This design comes from an exercise in tuning for small area on the open sky130 flow, not from production work. In this exercise RTL edits were held to simulation tests only and were not proved equivalent to the original. Power is estimated from default activity; no workload was simulated.

==> run D: inputs <==
==> flow/design.v <==
`timescale 1ns/100ps
package merge_pkg;
  localparam int NUM_CH = 4;              
  localparam int LANES  = 4;              
  localparam int KEY_W  = 16;
  localparam int BEAT_W = LANES * KEY_W;  
  localparam int ID_W   = 2;
  localparam int RUN_W  = 8;
  localparam int OWN_DEPTH = 11;
  localparam int HEAD_DEPTH = 3;
  localparam int LOW_W     = KEY_W - 1;
  localparam int MSBC_W    = 3;           
  localparam int ENT_W     = LANES * LOW_W + MSBC_W + 1;
  typedef logic [KEY_W-1:0]  key_t;
  typedef logic [BEAT_W-1:0] beat_t;
  typedef logic [ID_W-1:0]   ch_id_t;
  typedef logic [RUN_W-1:0]  run_cnt_t;
  typedef logic [ENT_W-1:0]  ent_t;
endpackage
`timescale 1ns/100ps
module run_tagger (
  input  logic                aclk,
  input  logic                arst_n,
  input  logic                start,
  input  merge_pkg::run_cnt_t run_beats,
  input  logic                rvalid,
  output logic                rready,
  input  merge_pkg::beat_t    rdata,
  input  merge_pkg::ch_id_t   rid,
  input  logic                rlast,
  input  logic [merge_pkg::NUM_CH-1:0] ch_full,
  output logic                tag_valid,    
  output merge_pkg::beat_t    tag_data,
  output merge_pkg::ch_id_t   tag_id,
  output logic                tag_last
);
  logic                accept;
  logic                run_end;
  logic                held_q;
  merge_pkg::run_cnt_t cur_cnt;
  merge_pkg::run_cnt_t nxt_cnt;
  merge_pkg::run_cnt_t run_cnt [merge_pkg::NUM_CH];
  assign tag_valid = held_q & ~ch_full[tag_id];
  assign rready    = ~(held_q & ch_full[tag_id]);
  assign accept    = rvalid & rready;
  assign cur_cnt = start ? '0 : run_cnt[rid];
  assign nxt_cnt = cur_cnt + 1'b1;
  assign run_end = (run_beats != '0) && (nxt_cnt == run_beats);
  always_ff @(posedge aclk or negedge arst_n) begin
    if (!arst_n) begin
      for (int i = 0; i < merge_pkg::NUM_CH; i++) begin
        run_cnt[i] <= '0;
      end
    end else begin
      for (int i = 0; i < merge_pkg::NUM_CH; i++) begin
        if (accept && (rid == merge_pkg::ch_id_t'(i))) begin
          run_cnt[i] <= run_end ? '0 : nxt_cnt;   
        end else if (start) begin
          run_cnt[i] <= '0;
        end
      end
    end
  end
  always_ff @(posedge aclk or negedge arst_n) begin
    if (!arst_n) begin
      held_q <= 1'b0;
    end else begin
      if (rready) held_q <= rvalid;
    end
  end
  always_ff @(posedge aclk) begin
    if (accept) begin
      tag_data <= rdata;
      tag_id   <= rid;
      tag_last <= rlast | run_end;   
    end
  end
endmodule
`timescale 1ns/100ps
module beat_presort (
  input  merge_pkg::beat_t in_data,      
  output merge_pkg::beat_t pair_data,    
  input  merge_pkg::beat_t pair_q,       
  output merge_pkg::beat_t out_data      
);
  localparam int W = merge_pkg::KEY_W;
  merge_pkg::key_t k  [merge_pkg::LANES];
  merge_pkg::key_t l1 [merge_pkg::LANES];
  merge_pkg::key_t l2 [merge_pkg::LANES];
  function automatic merge_pkg::key_t key_min(merge_pkg::key_t a, merge_pkg::key_t b);
    key_min = (a < b) ? a : b;
  endfunction
  function automatic merge_pkg::key_t key_max(merge_pkg::key_t a, merge_pkg::key_t b);
    key_max = (a < b) ? b : a;
  endfunction
  always_comb begin
    for (int i = 0; i < merge_pkg::LANES; i++) begin
      k[i]  = in_data[i*W +: W];
      l2[i] = pair_q[i*W +: W];
    end
    l1[0] = key_min(k[0], k[1]);
    l1[1] = key_max(k[0], k[1]);
    l1[2] = key_min(k[2], k[3]);
    l1[3] = key_max(k[2], k[3]);
    pair_data[0*W +: W] = key_min(l1[0], l1[2]);
    pair_data[2*W +: W] = key_max(l1[0], l1[2]);
    pair_data[1*W +: W] = key_min(l1[1], l1[3]);
    pair_data[3*W +: W] = key_max(l1[1], l1[3]);
    out_data[0*W +: W] = l2[0];
    out_data[1*W +: W] = key_min(l2[1], l2[2]);
    out_data[2*W +: W] = key_max(l2[1], l2[2]);
    out_data[3*W +: W] = l2[3];
  end
endmodule
`timescale 1ns/100ps
module stream_fifo (
  input  logic                 aclk,
  input  logic                 arst_n,
  input  logic                 wr_en,
  input  merge_pkg::ent_t      wr_ent,
  output logic                 rd_valid,
  input  logic                 rd_ready,
  output merge_pkg::ent_t      rd_ent,
  output logic                 full
);
  localparam int H = merge_pkg::HEAD_DEPTH;
  localparam int B = merge_pkg::OWN_DEPTH - merge_pkg::HEAD_DEPTH;
  merge_pkg::ent_t mem [B];
  logic [3:0]      count_q;
  merge_pkg::ent_t stage_q [H];
  logic [H-1:0]    stage_vld_q;
  logic [H-1:0]    stage_load;     
  logic            buf_vld;
  logic            pop;
  merge_pkg::ent_t buf_head;
  assign rd_valid = stage_vld_q[0];
  assign rd_ent   = stage_q[0];
  assign buf_vld  = (count_q != '0);
  always_comb begin
    stage_load[0] = ~stage_vld_q[0] | rd_ready;
    for (int i = 1; i < H; i++) begin
      stage_load[i] = ~stage_vld_q[i] | stage_load[i-1];
    end
  end
  assign pop  = stage_load[H-1] & buf_vld;
  assign full = (&stage_vld_q) & (count_q == 4'(B));
  always_ff @(posedge aclk) begin
    if (wr_en) begin
      mem[0] <= wr_ent;
      for (int i = 1; i < B; i++) mem[i] <= mem[i-1];
    end
  end
  always_ff @(posedge aclk or negedge arst_n) begin
    if (!arst_n) begin
      count_q <= '0;
    end else if (wr_en & ~pop) begin
      count_q <= count_q + 1'b1;
    end else if (pop & ~wr_en) begin
      count_q <= count_q - 1'b1;
    end
  end
  always_comb begin
    buf_head = '0;
    for (int i = 0; i < B; i++) begin
      if (count_q == 4'(i + 1)) buf_head = buf_head | mem[i];
    end
  end
  always_ff @(posedge aclk) begin
    for (int i = 0; i < H - 1; i++) begin
      if (stage_load[i]) stage_q[i] <= stage_q[i+1];
    end
    if (stage_load[H-1]) stage_q[H-1] <= buf_head;
  end
  always_ff @(posedge aclk or negedge arst_n) begin
    if (!arst_n) begin
      stage_vld_q <= '0;
    end else begin
      for (int i = 0; i < H - 1; i++) begin
        if (stage_load[i]) stage_vld_q[i] <= stage_vld_q[i+1];
      end
      if (stage_load[H-1]) stage_vld_q[H-1] <= buf_vld;
    end
  end
endmodule
`timescale 1ns/100ps
module channel_fifo_bank (
  input  logic                                     aclk,
  input  logic                                     arst_n,
  input  logic                                     in_valid,
  input  merge_pkg::beat_t                         in_data,
  input  merge_pkg::ch_id_t                        in_id,
  input  logic                                     in_last,
  output logic [merge_pkg::NUM_CH-1:0]             out_tvalid,
  input  logic [merge_pkg::NUM_CH-1:0]             out_tready,
  output merge_pkg::beat_t [merge_pkg::NUM_CH-1:0] out_tdata,
  output logic [merge_pkg::NUM_CH-1:0]             out_tlast,
  output logic [merge_pkg::NUM_CH-1:0]             ch_full
);
  merge_pkg::ent_t ch_rd_ent [merge_pkg::NUM_CH];
  merge_pkg::ent_t wr_ent;
  function automatic merge_pkg::ent_t pack_ent(merge_pkg::beat_t d, logic last);
    logic [merge_pkg::LANES-1:0] m;
    logic [merge_pkg::MSBC_W-1:0] c;
    for (int i = 0; i < merge_pkg::LANES; i++) begin
      m[i] = d[i*merge_pkg::KEY_W + merge_pkg::LOW_W];
      pack_ent[i*merge_pkg::LOW_W +: merge_pkg::LOW_W] = d[i*merge_pkg::KEY_W +: merge_pkg::LOW_W];
    end
    c[2] = m[0];                               
    c[1] = m[2] & ~m[0];                       
    c[0] = (m[3] & ~m[2]) | (m[1] & ~m[0]);    
    pack_ent[merge_pkg::LANES*merge_pkg::LOW_W +: merge_pkg::MSBC_W] = c;
    pack_ent[merge_pkg::ENT_W-1] = last;
  endfunction
  function automatic merge_pkg::beat_t unpack_data(merge_pkg::ent_t e);
    logic [merge_pkg::MSBC_W-1:0] c;
    logic [merge_pkg::LANES-1:0]  m;
    c    = e[merge_pkg::LANES*merge_pkg::LOW_W +: merge_pkg::MSBC_W];
    m[3] = c[2] | c[1] | c[0];                 
    m[2] = c[2] | c[1];                        
    m[1] = c[2] | (c[1] & c[0]);               
    m[0] = c[2];                               
    for (int i = 0; i < merge_pkg::LANES; i++) begin
      unpack_data[i*merge_pkg::KEY_W +: merge_pkg::KEY_W] =
        {m[i], e[i*merge_pkg::LOW_W +: merge_pkg::LOW_W]};
    end
  endfunction
  assign wr_ent = pack_ent(in_data, in_last);
  for (genvar ch = 0; ch < merge_pkg::NUM_CH; ch++) begin : g_ch
    stream_fifo u_stream_fifo (
      .aclk     (aclk),
      .arst_n   (arst_n),
      .wr_en    (in_valid && (in_id == merge_pkg::ch_id_t'(ch))),
      .wr_ent   (wr_ent),
      .rd_valid (out_tvalid[ch]),
      .rd_ready (out_tready[ch]),
      .rd_ent   (ch_rd_ent[ch]),
      .full     (ch_full[ch])
    );
    assign out_tdata[ch] = unpack_data(ch_rd_ent[ch]);
    assign out_tlast[ch] = ch_rd_ent[ch][merge_pkg::ENT_W-1];
  end
endmodule
`timescale 1ns/100ps
module merge_frontend_top (
  input  logic                                     aclk,
  input  logic                                     arst_n,
  input  logic                                     start,
  input  merge_pkg::run_cnt_t                      run_beats,
  input  logic                                     rvalid,
  output logic                                     rready,
  input  merge_pkg::beat_t                         rdata,
  input  merge_pkg::ch_id_t                        rid,
  input  logic                                     rlast,
  output logic [merge_pkg::NUM_CH-1:0]             out_tvalid,
  input  logic [merge_pkg::NUM_CH-1:0]             out_tready,
  output merge_pkg::beat_t [merge_pkg::NUM_CH-1:0] out_tdata,
  output logic [merge_pkg::NUM_CH-1:0]             out_tlast
);
  logic                         tag_valid;
  merge_pkg::beat_t             tag_data;
  merge_pkg::ch_id_t            tag_id;
  logic                         tag_last;
  merge_pkg::beat_t             pair_data;
  merge_pkg::beat_t             sort_data;
  logic [merge_pkg::NUM_CH-1:0] ch_full;
  run_tagger u_run_tagger (
    .aclk      (aclk),
    .arst_n    (arst_n),
    .start     (start),
    .run_beats (run_beats),
    .rvalid    (rvalid),
    .rready    (rready),
    .rdata     (pair_data),
    .rid       (rid),
    .rlast     (rlast),
    .ch_full   (ch_full),
    .tag_valid (tag_valid),
    .tag_data  (tag_data),
    .tag_id    (tag_id),
    .tag_last  (tag_last)
  );
  beat_presort u_beat_presort (
    .in_data   (rdata),
    .pair_data (pair_data),
    .pair_q    (tag_data),
    .out_data  (sort_data)
  );
  channel_fifo_bank u_channel_fifo_bank (
    .aclk       (aclk),
    .arst_n     (arst_n),
    .in_valid   (tag_valid),
    .in_data    (sort_data),
    .in_id      (tag_id),
    .in_last    (tag_last),
    .out_tvalid (out_tvalid),
    .out_tready (out_tready),
    .out_tdata  (out_tdata),
    .out_tlast  (out_tlast),
    .ch_full    (ch_full)
  );
endmodule
==> flow/flow/run.sh <==
#!/bin/bash
# Own layout flow: the standard ORFS flow (standard.sh) with these changes
#  1. synthesis is synth_recipe.tcl unchanged except that ABC maps the
#     combinational logic with three rounds of its area mapper (abc_amap.script) instead of
#     ORFS's delay script; flip-flop mapping and all names are untouched
#  2. port buffers are sky130_fd_sc_hd__buf_1 (every port still gets one)
#  3. CTS builds its tree from clkbuf_8 (clkbuf_16 at the root), clusters
#     of at most 16 sinks, and inserts no dummy loads
# Each tool's output goes to the ORFS logs under orfs/logs and to *.log here.
set -euo pipefail
W=$(pwd)
F=$W/flow
S=$W/myscripts
mkdir -p $S

sed "s#source \$::env(SCRIPTS_DIR)/synth_preamble.tcl#source $S/synth_preamble.tcl#" \
  $FLOW_HOME/scripts/synth.tcl > $S/synth.tcl
sed "s#set abc_script \$::env(SCRIPTS_DIR)/abc_speed.script#set abc_script $F/abc_amap.script#" \
  $FLOW_HOME/scripts/synth_preamble.tcl > $S/synth_preamble.tcl
sed "s#source \$::env(SCRIPTS_DIR)/synth.tcl#source $S/synth.tcl#" \
  $W/synth_recipe.tcl > $S/synth_recipe.tcl
grep -q "$F/abc_amap.script" $S/synth_preamble.tcl
grep -q "$S/synth.tcl" $S/synth_recipe.tcl
grep -q "$S/synth_preamble.tcl" $S/synth.tcl

make -C $FLOW_HOME DESIGN_CONFIG=$W/config.mk WORK_HOME=$W/orfs CLKGATE_MAP_FILE= \
  SYNTH_SCRIPT=$S/synth_recipe.tcl synth > $W/synth.log 2>&1

export BUFFER_PORTS_ARGS="-buffer_cell sky130_fd_sc_hd__buf_1"
export CTS_ARGS="-sink_clustering_enable -repair_clock_nets -buf_list sky130_fd_sc_hd__clkbuf_8 -root_buf sky130_fd_sc_hd__clkbuf_16 -sink_clustering_size 16 -sink_clustering_max_diameter 80 -dont_use_dummy_load"
bash $W/standard.sh finish > $W/layout.log 2>&1
test -f $W/out/final.def
==> flow/flow/abc_amap.script <==
strash
dch
amap
strash
dch
amap
strash
dch
amap
==> flow/standard.sh <==
#!/bin/bash
# synth_recipe.tcl (not shown) runs the flow's synth.tcl, then flattens the netlist and writes it again
# the make line also repeats each setting of config.mk as NAME=value (left out here)
make -C /OpenROAD-flow-scripts/flow DESIGN_CONFIG=/design/flow/config.mk WORK_HOME=/design/flow/orfs CLKGATE_MAP_FILE= SYNTH_SCRIPT=/design/flow/synth_recipe.tcl "${@:-finish}"
==> flow/config.mk <==
export PLATFORM = sky130hd
export DESIGN_NAME = merge_frontend_top
export DESIGN_NICKNAME = merge_frontend_top
export VERILOG_FILES = /design/flow/design.v
export SDC_FILE = /design/flow/constraint.sdc
export NUM_CORES = 4
export LEC_CHECK = 0
export CAP_MARGIN = 20
export CORE_MARGIN = 2
export CORE_UTILIZATION = 70
export CTS_BUF_LIST = sky130_fd_sc_hd__clkbuf_8
export CTS_CLUSTER_DIAMETER = 80
export CTS_CLUSTER_SIZE = 16
export PLACE_DENSITY = 0.8
export SETUP_SLACK_MARGIN = 0.1
export SLEW_MARGIN = 20
==> flow/constraint.sdc <==
create_clock -name core_clock -period 6.0 [get_ports {aclk}]
set_input_delay 1.2000 -clock core_clock [delete_from_list [all_inputs] [get_ports {aclk}]]
set_output_delay 1.2000 -clock core_clock [all_outputs]
set_load 0.01 [all_outputs]
==> inputs of run A, as changes to run D <==
Settings changed: CORE_UTILIZATION 70 to 78, PLACE_DENSITY 0.8 to 0.86.
==> qor summary <==
| metric | run A | run D |
|---|---|---|
| Number of nets in the final layout | 5833 | 5846 |
| GRT Overall Usage | 34.89% | 30.55% |
| Result of the run | finished with violations | timing/DRC/antenna clean |
| Reasons for failing layout checks | antenna rules | - |
| DP Wirelength | 140200 µm | 136400 µm |
| Vias per Instance | 7.460 | 7.096 |
| Placed cell areas | 107000 µm² | 107400 µm² |
| Placed cell count | 7202 | 7392 |
| Fin Hold WS | 379.4 ps | 384.2 ps |
| Synthesis-to-layout area growth | 6.185% | 6.497% |
| Power share of the combinational group | 18.5% | 18.2% |
| Core outline area | 131600 µm² | 147500 µm² |
| Number of rows created at floorplan | 133 | 141 |
| Buffers excl. clock | 491 | 504 |
| Flip-flop and latch power | 29600 µW | 29500 µW |

-- port drivers added, routing unchanged --
In the flow no input, the clock included, has a driving cell. The finished layouts below were timed again as built, in two steps.
Step 1: set_driving_cell puts a clkbuf_16 on aclk and a buf_2 on each other input, an assumption about the parent block.
Step 2, shift: input delay + t, output delay - t, t = (earliest + latest rising clock arrival at the registers) / 2. This alone moves slack from input paths to output paths.
a / b / c = no drivers / after step 1 / after step 2; a / b = the first two.
| run | t (ns) | setup slack, ns | worst setup path at the end | clock arrival spread, ns | slew at the worst register clock pin (ns) |
|---|---|---|---|---|---|
| run D | 0.881 | 0.427 / 0.490 / -0.391 | input to register | 0.076 / 0.076 | 0.11 / 0.11 |
| run A | 0.885 | 0.531 / 0.595 / -0.291 | input to register | 0.065 / 0.065 | 0.11 / 0.11 |
For run A, which loses most, drivers alone change the setup slack by +0.064 ns; drivers and shift together by -0.822 ns.
